Background: an optimization exercise with open tools, aiming at small area, a short achievable clock period and few clock cycles per item. Do not read the settings as production practice.
Only simulation tests tie the RTL to the original design; equivalence was not proved.
Power is estimated from default activity; no workload was simulated.

**flow/run.sh**
```bash
#!/bin/bash
# synth_recipe.tcl (not shown) runs the flow's synth.tcl, then flattens the netlist and writes it again
# the make line also repeats each setting of config.mk as NAME=value (left out here)
make -C /OpenROAD-flow-scripts/flow DESIGN_CONFIG=/design/flow/config.mk WORK_HOME=/design/flow/orfs CLKGATE_MAP_FILE= SYNTH_SCRIPT=/design/flow/synth_recipe.tcl finish
```
**flow/config.mk**
```make
export PLATFORM = sky130hd
export DESIGN_NAME = preemptive_priority_scheduler
export DESIGN_NICKNAME = preemptive_priority_scheduler
export VERILOG_FILES = /design/flow/design.v
export SDC_FILE = /design/flow/constraint.sdc
export NUM_CORES = 4
export LEC_CHECK = 0
export CAP_MARGIN = 20
export CORE_MARGIN = 2
export CORE_UTILIZATION = 40
export SLEW_MARGIN = 20
```
**flow/constraint.sdc**
```tcl
create_clock -name core_clock -period 6.0 [get_ports {clock}]
set_input_delay 1.2000 -clock core_clock [delete_from_list [all_inputs] [get_ports {clock}]]
set_output_delay 1.2000 -clock core_clock [all_outputs]
set_load 0.01 [all_outputs]
```
**flow/design.v**
```verilog
package pps_pkg;
   localparam int MAX_TASKS = 16;
   localparam int SLOT_W    = (MAX_TASKS > 1) ? $clog2(MAX_TASKS) : 1;
   localparam int CNT_W     = $clog2(MAX_TASKS + 1);
   localparam int TIME_W    = 16;
   localparam int PRIO_W    = 8;
   localparam int SUM_W     = 20;
   localparam int FCNT_W    = 5;
   localparam int SLOTF_W   = 4;
   localparam logic [TIME_W-1:0] TIME_MAX  = '1;
   localparam logic [FCNT_W-1:0] COUNT_MAX = '1;
   localparam logic OP_LOAD = 1'b0;
   localparam logic OP_TICK = 1'b1;
   typedef enum logic [2:0] {
      ST_IDLE,
      ST_SCAN,
      ST_STEP,
      ST_ACCUM,
      ST_FINISH
   } state_type;
   typedef struct packed {
      logic [TIME_W-1:0] arrival;
      logic [TIME_W-1:0] burst;
      logic [PRIO_W-1:0] prio;
      logic [TIME_W-1:0] remain;
   } entry_type;
   localparam int ENTRY_W = 3 * TIME_W + PRIO_W;
   typedef struct packed {
      logic              rd_en;
      logic [SLOT_W-1:0] rd_addr;
      logic              wr_en;
      logic [SLOT_W-1:0] wr_addr;
      entry_type         wr_data;
   } ram_ctl_type;
endpackage
module pps_ram #(
   parameter int WIDTH = 8,
   parameter int DEPTH = 16
) (
   input  logic                             clock,
   input  logic                             wr_en,
   input  logic [$clog2(DEPTH)-1:0]         wr_addr,
   input  logic [WIDTH-1:0]                 wr_data,
   input  logic                             rd_en,
   input  logic [$clog2(DEPTH)-1:0]         rd_addr,
   output logic [WIDTH-1:0]                 rd_data
);
   logic [WIDTH-1:0] mem_ff [DEPTH];
   logic [WIDTH-1:0] rd_data_ff;
   always_ff @(posedge clock) begin
      if (wr_en) begin
         mem_ff[wr_addr] <= wr_data;
      end
      if (rd_en) begin
         rd_data_ff <= mem_ff[rd_addr];
      end
   end
   assign rd_data = rd_data_ff;
endmodule
module preemptive_priority_scheduler (
   input  logic                        clock,
   input  logic                        reset,
   input  logic                        req_valid,
   output logic                        req_ready,
   input  logic                        req_opcode,
   input  logic [pps_pkg::SLOTF_W-1:0] req_slot,
   input  logic [pps_pkg::TIME_W-1:0]  req_arrival_time,
   input  logic [pps_pkg::TIME_W-1:0]  req_burst_time,
   input  logic [pps_pkg::PRIO_W-1:0]  req_priority,
   output logic                        rsp_valid,
   input  logic                        rsp_ready,
   output logic                        rsp_ran,
   output logic [pps_pkg::SLOTF_W-1:0] rsp_ran_slot,
   output logic                        rsp_new_slice,
   output logic [pps_pkg::TIME_W-1:0]  rsp_slice_time,
   output logic                        rsp_finished,
   output logic [pps_pkg::TIME_W-1:0]  rsp_completion_time,
   output logic [pps_pkg::TIME_W-1:0]  rsp_turnaround,
   output logic [pps_pkg::TIME_W-1:0]  rsp_waiting,
   output logic [pps_pkg::SUM_W-1:0]   rsp_waiting_sum,
   output logic [pps_pkg::SUM_W-1:0]   rsp_turnaround_sum,
   output logic                        rsp_all_done,
   input  logic                        csr_wr_en,
   input  logic [pps_pkg::FCNT_W-1:0]  csr_wr_data
);
   localparam int N  = pps_pkg::MAX_TASKS;
   localparam int SW = pps_pkg::SLOT_W;
   localparam int TW = pps_pkg::TIME_W;
   localparam int PW = pps_pkg::PRIO_W;
   localparam int UW = pps_pkg::SUM_W;
   localparam int FW = pps_pkg::FCNT_W;
   logic [TW-1:0] arr_q  [N];
   logic [TW:0]   ab_q   [N];
   logic [PW-1:0] prio_q [N];
   logic [TW-1:0] rem_q  [N];
   logic [N-1:0]  run_q;
   logic [N-1:0]  arrv_q;
   logic [N-1:0]  rem1_q;
   logic          beat_q [N][N];
   logic [TW-1:0] now_q;
   logic [SW-1:0] last_q;
   logic          last_vld_q;
   logic [FW-1:0] fin_cnt_q;
   logic [FW-1:0] task_q;
   logic          v1_q;
   logic          r1_ran_q;
   logic [SW-1:0] r1_slot_q;
   logic          r1_newsl_q;
   logic          r1_fin_q;
   logic          r1_nsat_q;
   logic          v2_q;
   logic          o_ran_q;
   logic [SW-1:0] o_slot_q;
   logic          o_newsl_q;
   logic [TW-1:0] o_now_q;
   logic          o_nsat_q;
   logic          o_fin_q;
   logic [TW-1:0] o_tat_q;
   logic [TW-1:0] o_wt_q;
   logic [UW-1:0] o_wsum_q;
   logic [UW-1:0] o_tsum_q;
   logic          o_done_q;
   logic          adv;
   logic          acc;
   logic          acc_tick;
   logic          acc_load;
   assign adv      = !v2_q || rsp_ready;
   assign req_ready = adv;
   assign acc      = req_valid && adv;
   assign acc_tick = acc && (req_opcode == pps_pkg::OP_TICK);
   assign acc_load = acc && (req_opcode == pps_pkg::OP_LOAD);
   logic [N-1:0]  ready;
   logic [N-1:0]  win;
   logic          ran;
   logic          fin;
   logic [SW-1:0] slot_enc;
   logic [TW-1:0] rem_w;
   logic [TW-1:0] rem_dec;
   logic [TW-1:0] now_inc;
   assign ready = run_q & arrv_q;
   always_comb begin
      for (int i = 0; i < N; i++) begin
         win[i] = ready[i];
         for (int j = 0; j < N; j++) begin
            if (j < i) win[i] = win[i] & (!ready[j] | !beat_q[j][i]);
            if (j > i) win[i] = win[i] & (!ready[j] | beat_q[i][j]);
         end
      end
   end
   always_comb begin
      slot_enc = '0;
      rem_w    = '0;
      for (int i = 0; i < N; i++) begin
         if (win[i]) slot_enc = slot_enc | SW'(i);
         rem_w = rem_w | (rem_q[i] & {TW{win[i]}});
      end
   end
   assign ran     = |ready;
   assign fin     = |(win & rem1_q);
   assign rem_dec = rem_w - 1'b1;
   assign now_inc = (now_q != pps_pkg::TIME_MAX) ? now_q + 1'b1 : now_q;
   logic [N-1:0]  lt;    
   logic [N-1:0]  le;    
   logic [TW:0]   ld_ab;
   logic          ld_arrv;
   always_comb begin
      for (int j = 0; j < N; j++) begin
         lt[j] = prio_q[j] <  req_priority;
         le[j] = prio_q[j] <= req_priority;
      end
   end
   assign ld_ab   = {1'b0, req_arrival_time} + {1'b0, req_burst_time};
   assign ld_arrv = req_arrival_time <= now_q;
   logic [N-1:0] ld_sel;
   always_comb begin
      for (int i = 0; i < N; i++) ld_sel[i] = acc_load && (req_slot == SW'(i));
   end
   always_ff @(posedge clock) begin
      for (int i = 0; i < N; i++) begin
         if (ld_sel[i]) begin
            arr_q[i]  <= req_arrival_time;
            ab_q[i]   <= ld_ab;
            prio_q[i] <= req_priority;
         end
         if (ld_sel[i]) begin
            rem_q[i]  <= req_burst_time;
            rem1_q[i] <= (req_burst_time == TW'(1));
         end else if (acc_tick && win[i]) begin
            rem_q[i]  <= rem_dec;
            rem1_q[i] <= (rem_w == TW'(2));
         end
         if (ld_sel[i]) begin
            arrv_q[i] <= ld_arrv;
         end else if (acc_tick && (arr_q[i] == now_inc)) begin
            arrv_q[i] <= 1'b1;
         end
         for (int j = 0; j < N; j++) begin
            if (j > i) begin
               if (ld_sel[i]) beat_q[i][j] <= !lt[j];
               else if (ld_sel[j]) beat_q[i][j] <= le[i];
            end
         end
      end
   end
   always_ff @(posedge clock) begin
      if (reset) begin
         run_q <= '0;
      end else begin
         for (int i = 0; i < N; i++) begin
            if (ld_sel[i]) run_q[i] <= (req_burst_time != '0);
            else if (acc_tick && win[i] && rem1_q[i]) run_q[i] <= 1'b0;
         end
      end
   end
   always_ff @(posedge clock) begin
      if (reset) begin
         now_q      <= '0;
         last_q     <= '0;
         last_vld_q <= 1'b0;
         fin_cnt_q  <= '0;
         task_q     <= '0;
         v1_q       <= 1'b0;
      end else begin
         if (csr_wr_en) task_q <= csr_wr_data;
         if (acc_tick) begin
            now_q <= now_inc;
            if (ran) begin
               last_q     <= slot_enc;
               last_vld_q <= 1'b1;
            end
            if (fin && (fin_cnt_q != pps_pkg::COUNT_MAX)) fin_cnt_q <= fin_cnt_q + 1'b1;
         end
         if (adv) v1_q <= acc;
      end
   end
   always_ff @(posedge clock) begin
      if (adv) begin
         r1_ran_q   <= acc_tick && ran;
         r1_slot_q  <= (acc_tick && ran) ? slot_enc : '0;
         r1_newsl_q <= acc_tick && ran && (!last_vld_q || (last_q != slot_enc));
         r1_fin_q   <= acc_tick && fin;
         r1_nsat_q  <= (now_q != pps_pkg::TIME_MAX);
      end
   end
   logic [TW-1:0] arr_w;
   logic [TW:0]   ab_w;
   logic [TW-1:0] tat;
   logic [TW:0]   wt_raw;
   logic [TW-1:0] wt;
   logic [UW:0]   wsum_raw;
   logic [UW:0]   tsum_raw;
   logic          add1;
   assign arr_w    = arr_q[r1_slot_q];
   assign ab_w     = ab_q[r1_slot_q];
   assign tat      = now_q - arr_w;
   assign wt_raw   = {1'b0, now_q} - ab_w;
   assign wt       = wt_raw[TW] ? '0 : wt_raw[TW-1:0];
   assign wsum_raw = {1'b0, o_wsum_q} + (UW+1)'(wt);
   assign tsum_raw = {1'b0, o_tsum_q} + (UW+1)'(tat);
   assign add1     = v1_q && r1_fin_q;
   always_ff @(posedge clock) begin
      if (reset) begin
         v2_q     <= 1'b0;
         o_wsum_q <= '0;
         o_tsum_q <= '0;
      end else if (adv) begin
         v2_q <= v1_q;
         if (add1) begin
            o_wsum_q <= wsum_raw[UW] ? '1 : wsum_raw[UW-1:0];
            o_tsum_q <= tsum_raw[UW] ? '1 : tsum_raw[UW-1:0];
         end
      end
   end
   always_ff @(posedge clock) begin
      if (adv) begin
         o_ran_q   <= r1_ran_q;
         o_slot_q  <= r1_slot_q;
         o_newsl_q <= r1_newsl_q;
         o_now_q   <= now_q;
         o_nsat_q  <= r1_nsat_q;
         o_fin_q   <= r1_fin_q;
         o_tat_q   <= r1_fin_q ? tat : '0;
         o_wt_q    <= r1_fin_q ? wt : '0;
         o_done_q  <= (fin_cnt_q == task_q);
      end
   end
   assign rsp_valid           = v2_q;
   assign rsp_ran             = o_ran_q;
   assign rsp_ran_slot        = o_slot_q;
   assign rsp_new_slice       = o_newsl_q;
   assign rsp_slice_time      = o_ran_q ? (o_now_q - TW'(o_nsat_q)) : '0;
   assign rsp_finished        = o_fin_q;
   assign rsp_completion_time = o_fin_q ? o_now_q : '0;
   assign rsp_turnaround      = o_tat_q;
   assign rsp_waiting         = o_wt_q;
   assign rsp_waiting_sum     = o_wsum_q;
   assign rsp_turnaround_sum  = o_tsum_q;
   assign rsp_all_done        = o_done_q;
endmodule
```
==> run summary <==
Status - complete, but fails checks
SO Faults - setup timing
Cell area after layout - 71200 um2
Area of the core - 148000 um2
Setup slack of the worst register-to-register path - -0.06 ns
TritonCTS Sinks - 1218
Die area - 152000 um2
Cell at the root of the clock tree - sky130_fd_sc_hd__clkbuf_16
Proportion of synthesized chip area in sequential cells - 59.8%
Internal portion of total power - 0.0151 W
Async S/R FF share, synth - 0%
Main area contributors after synthesis - sky130_fd_sc_hd__edfxtp_1 (57%), sky130_fd_sc_hd__ha_1 (4.8%), sky130_fd_sc_hd__nand2_1 (3.3%)
Antenna violations before repair - 15
Post-Synthesis Cells - 5005
Type of the worst setup path - flip-flop to flip-flop
Top flip-flop cell by instance count after synthesis - sky130_fd_sc_hd__edfxtp_1
HPWL after detailed placement - 149 mm
Buffers from clock root to sink, at most - 3
Post-Synthesis Net Count - 5294
First-pass GRT wire length - 319 mm
Unrepaired setup endpoints after global routing - true
Combinational Power Share - 9.2%
Cell area after synthesis - 59600 um2
Final net count - 5686
Count of synthesis-stage warnings from yosys - 6
Most common cell after layout, fill and taps aside - sky130_fd_sc_hd__edfxtp_1
DRC violations left - 0
Largest net degree at the start of global routing - 75
Area fraction of the dominant cell type after synthesis - 56.9%
Post-CTS clock slew at the launch and capture registers of the worst setup and hold paths - 0.06 ns
Slew HR - 15.6%
Total via count in the routed design - 46400
CTS tree - built
Total count of max-transition violations in the final report - 0
Post-Route Skew - 0.0330 ns
Number of synthesized flops with an enable pin - 1129
Peak Freq - 0.165 GHz
Critical path peak fanout - 5
Pin slew with the least headroom to its limit - 1.26 ns
Worst Slack Setup Final - -0.0615 ns
Count of hold buffers inserted by post-cts repair - 0
Number of DRC markers after the initial detailed-route iteration - 6675
Post-route met1 wirelength - 87.3 mm
Proportion of layout cells with a drive suffix above 1 - 15.3%
Highest layer used for signal routing - met5
Total met3 wirelength after detailed routing - 24.1 mm
Critical path buffers and inverters - 2
Post-route fraction of the period consumed by the critical path - 101%
Cell taking the most area after synthesis - sky130_fd_sc_hd__edfxtp_1
Final count of hold timing violations - 0
Tightest Hold Check Type - flip-flop to flip-flop
Critical Path Source Type - flip-flop
Overall routed net length - 224 mm
Final setup vio count - 15
Clock network power share - 42.9%
Die width - 390 um
CP top delay family - compound AO/OA/AOI/OAI gates
Final routed wire length divided by cell count - 30.1 um
Critical-path cell with the highest stage delay - sky130_fd_sc_hd__or4_4
P per Cell Area - 279 nW/um2
Cell Count, Final, Fillers Out - 7448
Placement-stage cell area - 66000 um2
Initial standard-cell utilization of the core - 40.3%
Required time at the endpoint of the critical path - 6.68 ns
Static leakage power - 24.9 nW
Crit-path max cell delay - 0.53 ns
Max cap viols - 0
Number of CTS-inserted buffers - 141
Total gr overflow - 0
Final GP Congestion - 1.01
Switching share of power - 24.4%
Synth-to-layout area growth - 19.5%
Number of routed nets with antenna violations - 0
I/O Pins - 169
Most frequent cell on the critical path - sky130_fd_sc_hd__a211o_1
IR drop worst, VDD - 298 uV
Vias in the first global route - 44800
Tmin final - 6.06 ns
Share of power burned in registers - 47.9%
Switch Pwr - 0.00486 W
Placed cell count - 7167
Number of distinct standard cells referenced by the synthesized netlist - 73
Cell row count - 141
Y dimension of the die - 390 um
Via density per instance - 6.23
GRT Overall Usage - 28.9%
Wire length on met2 - 101 mm
Crit end category - flip-flop
Clock latency on the worst-skew pair - 0.80 ns
Most frequent cells in the layout - sky130_fd_sc_hd__edfxtp_1 (1129), sky130_fd_sc_hd__nand2_1 (528), sky130_fd_sc_hd__buf_4 (380), sky130_fd_sc_hd__a21oi_1 (277), sky130_fd_sc_hd__nand3_1 (245)
Port Buffers - 168
# H-tree levels - 4
Syn avg cell area - 11.9 um2
Detailed Routing Iterations Pass 1 - 8
Signal arrival time at the worst endpoint - 6.74 ns
FF+latch count, synth - 1218
==> cell families (layout without fill, tap and decap cells) <==
| group | Yosys count | count (layout) | synth area share [%] |
|---|---|---|---|
| XOR/XNOR | 342 | 342 | 5.06 |
| multiplexers | 59 | 59 | 1.10 |
| other | 0 | 6 | 0 |
| AO/OA/AOI/OAI | 1194 | 1194 | 13.3 |
| adder cells (fa/ha/maj) | 234 | 234 | 4.97 |
| flip-flops | 1218 | 1218 | 59.8 |
| buffers and inverters | 440 | 947 | 3.14 |
| AND/OR/NAND/NOR | 1518 | 1518 | 12.6 |
==> per-layer routing <==
| metal | GRT usage (%) | vias to the layer above |
|---|---|---|
| met5 | 0 | - |
| met4 | 13.1 | 16 |
| met3 | 6.04 | 643 |
| met2 | 45.4 | 3062 |
| met1 | 38.5 | 22800 |
| li1 | - | 19800 |
==> synth_stat cells (all sizes together), types with 6 or more instances <==
library cell and instances:
and4 15, inv 93, or3 20, a211o 6, mux2i 9, a21o 43, a22o 78, nand3b 70
or4 15, o31ai 21, o21a 18, nand2 534, a221oi 79, a21oi 287, edfxtp 1129, nand3 246
o21ai 243, or2 9, a2111oi 7, clkbuf 213, nand2b 30, and3 16, xnor2 191, xor2 151
a31oi 12, and2 79, ha 229, nand4 123, nor2 201, buf 129, nor2b 36, mux2 50
a22oi 211, o22ai 29, a21boi 9, nor4 45, a211oi 55, nor3 71, o2111ai 66, dfxtp 89
==> metrics by stage <==
stage	setup slack, ns	hold slack [ns]	total power, W	util, %	TNS (ns)
final	-0.0615	0.423	0.0199	48.2	-0.501
after global routing	-0.366	0.431	0.0204	48.2	-8.03
after CTS	-0.0167	0.422	0.0199	47.8	-0.0167
after detailed placement	-0.260	0.407	0.0115	44.6	-4.83
after global placement	-0.250	0.402	0.0114	44.6	-3.64
after floorplan	0.00803	0.400	0.0106	-	0
==> repair_timing <==
item / 4_1_cts / 5_1_grt
pin swaps: 12 / 42
setup buffers: 2 / 15
gates resized for setup: 22 / 83
endpoints found under the setup margin: 38 / 40
==> final timing paths <==
check                              from                        end  cells past startpoint
max          r1_slot_q[2]$_SDFFCE_PN0N_  o_wsum_q[19]$_SDFFE_PP0P_                     26
min                r1_newsl_q$_DFFE_PN_        o_newsl_q$_DFFE_PN_                      0
max reg2reg  r1_slot_q[2]$_SDFFCE_PN0N_  o_wsum_q[19]$_SDFFE_PP0P_                     26
min reg2reg        r1_newsl_q$_DFFE_PN_        o_newsl_q$_DFFE_PN_                      0
==> flip-flops by register name, summed over array words and instances, names as in the netlist, 20 cells and up <==
signal    cells
rem_q       256
beat_q      120
ab_q        272
prio_q      128
o_tsum_q     20
o_wsum_q     20
arr_q       256
==> area by class of cell <==
| cell class | count | area (um2) |
|---|---|---|
| antenna | 6 | 15.0 |
| clock buffer | 176 | 3790 |
| clock inverter | 82 | 746 |
| fill | 13000 | 76600 |
| inverter | 98 | 407 |
| multi-input combinational | 3347 | 22900 |
| sequential | 1218 | 35700 |
| tap | 1930 | 2410 |
| timing repair buffer | 591 | 5230 |
==> power groups by stage <==
| stage | Sequential [W] | Clock, W | Combinational, W |
|---|---|---|---|
| detailed placement | 0.00972 | 0 | 0.00174 |
| global placement | 0.00972 | 0 | 0.00171 |
| floorplan | 0.00970 | 0 | 0.000920 |
| global route | 0.00955 | 0.00894 | 0.00196 |
| finish | 0.00954 | 0.00854 | 0.00182 |
| CTS | 0.00954 | 0.00861 | 0.00175 |
Testbench counts, summed over its fixed seeds: cycles 16,088, items 16,072.

==> static timing again, ports no longer ideal <==
The results above use ideal ports. As a check the final layout listed here was re-extracted and re-timed, cells and wires unchanged. Step 1 (the two cells are an assumption about what drives the block):
set clk [get_ports {clock}]
set_driving_cell -lib_cell sky130_fd_sc_hd__clkbuf_16 $clk
set_driving_cell -lib_cell sky130_fd_sc_hd__buf_2 [delete_from_list [all_inputs] $clk]
Step 2 adds t to the input delays and takes it off the output delays; t is the mean of the earliest and latest rising clock arrival at the registers after step 1. Input paths then give back, and output paths get back, about the clock's delay inside the block. Slacks: no drivers / after step 1 / after step 2; pairs: no drivers / after step 1.
t, ns: 0.871
setup slack, ns: -0.062 / -0.062 / -0.062
worst register clock-pin slew, ns: 0.07 / 0.07
The setup slack of this run moves by 0.000 ns with the drivers and by 0.000 ns with both steps.
